Context: an optimization exercise on an open-source flow, tuned for small area, a short achievable clock period and few clock cycles. The choices shown serve that exercise and are no tape-out recipe.

==> flow/design.v <==
`timescale 1ns/1ns
package alu_pkg;
	localparam int word_width = 32;
	typedef enum logic [3:0] {
		op_add  = 4'd0,
		op_sub  = 4'd1,
		op_and  = 4'd2,
		op_or   = 4'd3,
		op_not  = 4'd4,
		op_neg  = 4'd5,
		op_shr  = 4'd6,
		op_shra = 4'd7,
		op_shl  = 4'd8,
		op_ror  = 4'd9,
		op_rol  = 4'd10,
		op_mul  = 4'd11
	} alu_op_t;
endpackage
`timescale 1ns/1ns
module alu_shifting (
	input  logic [31:0] a,
	input  logic [4:0]  s,
	input  logic [4:0]  k,
	input  logic        big,
	input  logic        left,
	input  logic        shift,
	input  logic        arith,
	output logic [31:0] c
);
	logic        fill;
	logic [31:0] rot;
	logic [31:0] th;
	logic [31:0] keep;
	assign fill = arith & a[31];
	always_comb begin
		rot = a;
		if (k[0]) rot = {rot[0],    rot[31:1]};
		if (k[1]) rot = {rot[1:0],  rot[31:2]};
		if (k[2]) rot = {rot[3:0],  rot[31:4]};
		if (k[3]) rot = {rot[7:0],  rot[31:8]};
		if (k[4]) rot = {rot[15:0], rot[31:16]};
	end
	always_comb begin
		for (int i = 0; i < 32; i++)
			th[i] = (5'(i) >= s);
	end
	always_comb begin
		if (!shift)
			keep = '1;
		else if (big)
			keep = '0;
		else if (left)
			keep = th;
		else
			for (int i = 0; i < 32; i++)
				keep[i] = th[31 - i];
	end
	assign c = (rot & keep) | ({32{fill}} & ~keep);
endmodule
`timescale 1ns/1ns
module alu_cla_adder #(
	parameter int W = 32
) (
	input  logic [31:0] a,
	input  logic [31:0] b,
	input  logic        cin,
	output logic [31:0] sum
);
	assign sum = a + b + {31'd0, cin};
endmodule
`timescale 1ns/1ns
module alu_booth_step (
	input  logic [31:0] m,
	input  logic [3:0]  one,
	input  logic [3:0]  two,
	input  logic [3:0]  neg,
	input  logic [32:0] s_in,
	input  logic [32:0] c_in,
	output logic [32:0] s_out,
	output logic [32:0] c_out,
	output logic [7:0]  s_lo,
	output logic [7:0]  c_lo
);
	logic [32:0]      mx;
	logic [32:0]      m2x;
	logic [3:0][32:0] r;
	logic [40:0]      a0, a1, a2, a3, sx, cx;
	logic [40:0]      s1, c1, s2, c2, s3, c3, s4, c4;
	assign mx  = {m[31], m};
	assign m2x = {m, 1'b0};
	always_comb begin
		for (int i = 0; i < 4; i++)
			r[i] = (({33{one[i]}} & mx) | ({33{two[i]}} & m2x)) ^ {33{neg[i]}};
	end
	assign a0 = {8'd0, ~r[0][32], r[0][31:0]} | (41'd170 << 32);
	assign a1 = {6'd0, ~r[1][32], r[1][31:0], 2'd0};
	assign a2 = {4'd0, ~r[2][32], r[2][31:0], 4'd0};
	assign a3 = {2'd0, ~r[3][32], r[3][31:0], 6'd0};
	assign sx = {8'd0, s_in};
	assign cx = {8'd0, c_in};
	assign s1 = a0 ^ a1 ^ a2;
	assign c1 = {((a0 & a1) | (a0 & a2) | (a1 & a2)), 1'b0};
	assign s2 = a3 ^ sx ^ cx;
	assign c2 = {((a3 & sx) | (a3 & cx) | (sx & cx)), 1'b0};
	assign s3 = s1 ^ c1 ^ s2;
	assign c3 = {((s1 & c1) | (s1 & s2) | (c1 & s2)), 1'b0};
	assign s4 = s3 ^ c3 ^ c2;
	assign c4 = {((s3 & c3) | (s3 & c2) | (c3 & c2)), 1'b0};
	assign s_lo  = s4[7:0];
	assign c_lo  = c4[7:0];
	assign s_out = s4[40:8];
	assign c_out = c4[40:8];
endmodule
module alu_booth_enc (
	input  logic [7:0] b,
	input  logic       bm1,
	output logic [3:0] one,
	output logic [3:0] two,
	output logic [3:0] neg
);
	logic [8:0] bb;
	assign bb = {b, bm1};
	always_comb begin
		for (int i = 0; i < 4; i++) begin
			one[i] = bb[2*i+1] ^ bb[2*i];
			two[i] = (bb[2*i+2] & ~bb[2*i+1] & ~bb[2*i]) |
				(~bb[2*i+2] & bb[2*i+1] & bb[2*i]);
			neg[i] = bb[2*i+2];
		end
	end
endmodule
`timescale 1ns/1ns
module alu_result_stage (
	input  logic        f_sum,
	input  logic        f_and,
	input  logic        f_or,
	input  logic        f_not,
	input  logic        f_sh,
	input  logic [31:0] y,
	input  logic [31:0] b,
	input  logic [31:0] sum,
	input  logic [31:0] shift_c,
	output logic [31:0] result
);
	assign result = ({32{f_sum}} & sum) |
		({32{f_and}} & (y & b)) |
		({32{f_or}} & (y | b)) |
		({32{f_not}} & ~b) |
		({32{f_sh}} & shift_c);
endmodule
`timescale 1ns/1ns
import alu_pkg::*;
module alu_unit (
	input  logic                           clk,
	input  logic                           rst,
	input  logic [alu_pkg::word_width-1:0] bus_in,
	input  logic                           y_load,
	input  alu_pkg::alu_op_t               op,
	input  logic                           op_valid,
	output logic [alu_pkg::word_width-1:0] z_hi,
	output logic [alu_pkg::word_width-1:0] z_lo,
	output logic                           done,
	output logic                           busy
);
	logic        accept;
	logic        acc_mul;
	logic        is_sub;
	logic        is_left;
	logic [31:0] b_r;
	logic        yl_r;
	logic        f_sub;
	logic        f_sq, f_ya, f_sum, f_and, f_or, f_not, f_sh;
	logic        f_left, f_shift, f_arith, f_big;
	logic [4:0]  f_k;
	logic        vn;
	logic        m1, ph2, ph3, ph4, ph5;
	logic [31:0] y;
	logic [31:0] b_raw;
	logic [31:0] y_next;
	logic        s32;
	logic [32:0] cs;
	logic [7:0]  sl, cl;
	logic        k;
	logic [3:0]  e_one, e_two, e_neg;
	logic [3:0]  n_one, n_two, n_neg;
	logic [3:0]  i_one, i_two, i_neg;
	logic        step;
	logic        step_more;
	logic [31:0] src;
	logic [32:0] negs;
	logic [32:0] st_s_in, st_c_in;
	logic [32:0] st_s, st_c;
	logic [7:0]  st_sl, st_cl;
	logic [8:0]  lo_sum;
	logic [31:0] add_a, add_b, add_sum;
	logic        add_cin;
	logic [31:0] shift_c;
	logic [31:0] result;
	assign accept  = op_valid & ~busy;
	assign acc_mul = accept & (op == op_mul);
	assign is_sub  = (op == op_sub) | (op == op_neg);
	assign is_left = (op == op_shl) | (op == op_rol);
	always_ff @(posedge clk) begin
		if (rst) begin
			yl_r <= 1'b0;
			vn   <= 1'b0;
			m1   <= 1'b0;
			ph2  <= 1'b0;
			ph3  <= 1'b0;
			ph4  <= 1'b0;
			ph5  <= 1'b0;
			busy <= 1'b0;
			done <= 1'b0;
		end else begin
			yl_r <= y_load & ~busy;
			vn   <= accept & (op != op_mul);
			m1   <= acc_mul;
			ph2  <= m1;
			ph3  <= ph2;
			ph4  <= ph3;
			ph5  <= ph4;
			busy <= acc_mul | m1 | ph2 | ph3;
			done <= vn | ph5;
		end
	end
	always_ff @(posedge clk) begin
		if (rst)
			b_r <= '0;
		else if (ph4)
			b_r <= st_c[31:0];
		else if (!busy)
			b_r <= bus_in ^ {32{is_sub}};
		f_sub   <= is_sub;
		f_sq    <= accept & is_sub;
		f_ya    <= accept & ((op == op_add) | (op == op_sub));
		f_sum   <= accept & ((op == op_add) | is_sub);
		f_and   <= accept & (op == op_and);
		f_or    <= accept & (op == op_or);
		f_not   <= accept & (op == op_not);
		f_sh    <= accept & (op >= op_shr) & (op <= op_rol);
		f_left  <= is_left;
		f_shift <= (op == op_shr) | (op == op_shra) | (op == op_shl);
		f_arith <= (op == op_shra);
		f_big   <= |bus_in[31:5];
		f_k     <= is_left ? (5'd0 - bus_in[4:0]) : bus_in[4:0];
	end
	assign b_raw  = b_r ^ {32{f_sub}};
	assign y_next = yl_r ? b_raw : y;
	always_ff @(posedge clk) begin
		if (rst)
			y <= '0;
		else if (busy && y_load)
			y <= bus_in;
		else
			y <= y_next;
	end
	assign step      = m1 | ph2 | ph3 | ph4;
	assign step_more = m1 | ph2 | ph3;
	assign src       = m1 ? y : z_lo;
	alu_booth_enc u_enc_next (
		.b   (src[15:8]),
		.bm1 (src[7]),
		.one (n_one),
		.two (n_two),
		.neg (n_neg)
	);
	alu_booth_enc u_enc_first (
		.b   (y_next[7:0]),
		.bm1 (1'b0),
		.one (i_one),
		.two (i_two),
		.neg (i_neg)
	);
	always_ff @(posedge clk) begin
		if (step_more) begin
			e_one <= n_one;
			e_two <= n_two;
			e_neg <= n_neg;
		end else begin
			e_one <= i_one;
			e_two <= i_two;
			e_neg <= i_neg;
		end
	end
	always_comb begin
		negs = '0;
		for (int j = 0; j < 16; j++)
			negs[2*j] = y[2*j+1];
	end
	assign st_s_in = {s32, z_hi & {32{~m1}}};
	assign st_c_in = cs | (negs & {33{m1}});
	alu_booth_step u_step (
		.m     (b_r),
		.one   (e_one),
		.two   (e_two),
		.neg   (e_neg),
		.s_in  (st_s_in),
		.c_in  (st_c_in),
		.s_out (st_s),
		.c_out (st_c),
		.s_lo  (st_sl),
		.c_lo  (st_cl)
	);
	assign lo_sum = {1'b0, sl} + {1'b0, cl} + {8'd0, k};
	always_ff @(posedge clk) begin
		if (step) begin
			s32 <= st_s[32];
			cs  <= st_c;
			sl  <= st_sl;
			cl  <= st_cl;
			k   <= lo_sum[8];
		end else begin
			s32 <= 1'b1;
			cs  <= '0;
			sl  <= '0;
			cl  <= '0;
			k   <= 1'b0;
		end
	end
	assign add_a   = (y & {32{f_ya}}) | (z_hi & {32{ph5}});
	assign add_b   = b_r;
	assign add_cin = f_sq | (ph5 & lo_sum[8]);
	alu_cla_adder #(.W(32)) u_adder (
		.a   (add_a),
		.b   (add_b),
		.cin (add_cin),
		.sum (add_sum)
	);
	alu_shifting u_shifter (
		.a     (y),
		.s     (b_r[4:0]),
		.k     (f_k),
		.big   (f_big),
		.left  (f_left),
		.shift (f_shift),
		.arith (f_arith),
		.c     (shift_c)
	);
	alu_result_stage u_result (
		.f_sum   (f_sum),
		.f_and   (f_and),
		.f_or    (f_or),
		.f_not   (f_not),
		.f_sh    (f_sh),
		.y       (y),
		.b       (b_r),
		.sum     (add_sum),
		.shift_c (shift_c),
		.result  (result)
	);
	always_ff @(posedge clk) begin
		z_hi <= (st_s[31:0] & {32{step}}) | (add_sum & {32{ph5}});
		z_lo <= result | ({lo_sum[7:0], src[31:8]} & {32{step | ph5}});
	end
endmodule
export LEC_CHECK = 0
export CAP_MARGIN = 20
export CORE_MARGIN = 2
export CORE_UTILIZATION = 40
export SETUP_SLACK_MARGIN = 3.3
export SLEW_MARGIN = 20
create_clock -name core_clock -period 6.0 [get_ports {clk}]
run.sh (not shown) runs the stock make flow with config.mk's settings and CLKGATE_MAP_FILE= SYNTH_SCRIPT=/design/flow/synth_recipe.tcl, a recipe that flattens the netlist after the stock synthesis.
Rerun with:
--- a/flow/design.v
+++ b/flow/design.v
@@ -57,18 +57,40 @@
 	end
 	assign c = (rot & keep) | ({32{fill}} & ~keep);
 endmodule
 `timescale 1ns/1ns
 module alu_cla_adder #(
-	parameter int W = 32
+	parameter int W = 40
 ) (
-	input  logic [31:0] a,
-	input  logic [31:0] b,
-	input  logic        cin,
-	output logic [31:0] sum
+	input  logic [W-1:0] a,
+	input  logic [W-1:0] b,
+	input  logic         cin,
+	output logic [W-1:0] sum
 );
-	assign sum = a + b + {31'd0, cin};
+	localparam int L = $clog2(W);
+	logic [W-1:0] p;
+	logic [L:0][W-1:0] g_l;
+	logic [L:0][W-1:0] p_l;
+	assign p = a ^ b;
+	always_comb begin
+		g_l[0]    = a & b;
+		p_l[0]    = p;
+		g_l[0][0] = (a[0] & b[0]) | (p[0] & cin);
+		p_l[0][0] = 1'b0;
+		for (int l = 0; l < L; l++) begin
+			for (int i = 0; i < W; i++) begin
+				if (((i >> l) & 1) != 0) begin
+					g_l[l+1][i] = g_l[l][i] | (p_l[l][i] & g_l[l][((i >> l) << l) - 1]);
+					p_l[l+1][i] = p_l[l][i] & p_l[l][((i >> l) << l) - 1];
+				end else begin
+					g_l[l+1][i] = g_l[l][i];
+					p_l[l+1][i] = p_l[l][i];
+				end
+			end
+		end
+	end
+	assign sum = p ^ {g_l[L][W-2:0], cin};
 endmodule
 `timescale 1ns/1ns
 module alu_booth_step (
 	input  logic [31:0] m,
 	input  logic [3:0]  one,
@@ -166,11 +188,11 @@
 	logic        acc_mul;
 	logic        is_sub;
 	logic        is_left;
 	logic [31:0] b_r;
 	logic        yl_r;
-	logic        f_sub;
+	logic        f_sub, cin_r;
 	logic        f_sq, f_ya, f_sum, f_and, f_or, f_not, f_sh;
 	logic        f_left, f_shift, f_arith, f_big;
 	logic [4:0]  f_k;
 	logic        vn;
 	logic        m1, ph2, ph3, ph4, ph5;
@@ -190,12 +212,12 @@
 	logic [32:0] negs;
 	logic [32:0] st_s_in, st_c_in;
 	logic [32:0] st_s, st_c;
 	logic [7:0]  st_sl, st_cl;
 	logic [8:0]  lo_sum;
-	logic [31:0] add_a, add_b, add_sum;
-	logic        add_cin;
+	logic [7:0]  lo_byte;
+	logic [39:0] add_a, add_b, add_sum;
 	logic [31:0] shift_c;
 	logic [31:0] result;
 	assign accept  = op_valid & ~busy;
 	assign acc_mul = accept & (op == op_mul);
 	assign is_sub  = (op == op_sub) | (op == op_neg);
@@ -229,10 +251,11 @@
 		else if (ph4)
 			b_r <= st_c[31:0];
 		else if (!busy)
 			b_r <= bus_in ^ {32{is_sub}};
 		f_sub   <= is_sub;
+		cin_r   <= ph4 ? lo_sum[8] : (accept & is_sub);
 		f_sq    <= accept & is_sub;
 		f_ya    <= accept & ((op == op_add) | (op == op_sub));
 		f_sum   <= accept & ((op == op_add) | is_sub);
 		f_and   <= accept & (op == op_and);
 		f_or    <= accept & (op == op_or);
@@ -315,17 +338,16 @@
 			sl  <= '0;
 			cl  <= '0;
 			k   <= 1'b0;
 		end
 	end
-	assign add_a   = (y & {32{f_ya}}) | (z_hi & {32{ph5}});
-	assign add_b   = b_r;
-	assign add_cin = f_sq | (ph5 & lo_sum[8]);
-	alu_cla_adder #(.W(32)) u_adder (
+	assign add_a = {(y & {32{f_ya}}) | (z_hi & {32{ph5}}), sl};
+	assign add_b = {b_r, cl | {8{f_sq}}};
+	alu_cla_adder #(.W(40)) u_adder (
 		.a   (add_a),
 		.b   (add_b),
-		.cin (add_cin),
+		.cin (cin_r),
 		.sum (add_sum)
 	);
 	alu_shifting u_shifter (
 		.a     (y),
 		.s     (b_r[4:0]),
@@ -342,14 +364,15 @@
 		.f_or    (f_or),
 		.f_not   (f_not),
 		.f_sh    (f_sh),
 		.y       (y),
 		.b       (b_r),
-		.sum     (add_sum),
+		.sum     (add_sum[39:8]),
 		.shift_c (shift_c),
 		.result  (result)
 	);
+	assign lo_byte = ph5 ? add_sum[7:0] : lo_sum[7:0];
 	always_ff @(posedge clk) begin
-		z_hi <= (st_s[31:0] & {32{step}}) | (add_sum & {32{ph5}});
-		z_lo <= result | ({lo_sum[7:0], src[31:8]} & {32{step | ph5}});
+		z_hi <= (st_s[31:0] & {32{step}}) | (add_sum[39:8] & {32{ph5}});
+		z_lo <= result | ({lo_byte, src[31:8]} & {32{step | ph5}});
 	end
 endmodule
Outcome:
- The new run reached the layout checks and failed them: antenna rules
- via count went down by about 3%
- wire length is lower by 6.3%
- design area decreases by about 1.5%
- non-clock buffer count decreases by 25
- sequential cell count rises by 1
Function was not checked in any run of this note: the RTL went through the layout flow alone.

==> static timing again, ports no longer ideal <==
How much do the figures lean on ideal ports? The routed layouts below were timed once more, with nothing changed but the port constraints.
Step 1 sets driving cells, clkbuf_16 on the clock port and buf_2 on the other inputs (assumed; they add their load-dependent delay and slew).
Step 2 times the ports against the registers' clock, not the clock port: input delays grow and output delays shrink by t, the midpoint of the rising clock arrivals with the driver on.
a / b / c = ideal / step 1 / step 2; a / b = the first two.
run	shift t [ns]	setup WS [ns]	worst setup path at the end	latest minus earliest clock arrival (ns)	worst data-port slew with drivers (ns)
the first run	0.647	1.981 / 1.981 / 1.981	register to register	0.029 / 0.029	0.04
the second run	0.615	2.635 / 2.635 / 2.635	register to register	0.013 / 0.013	0.04
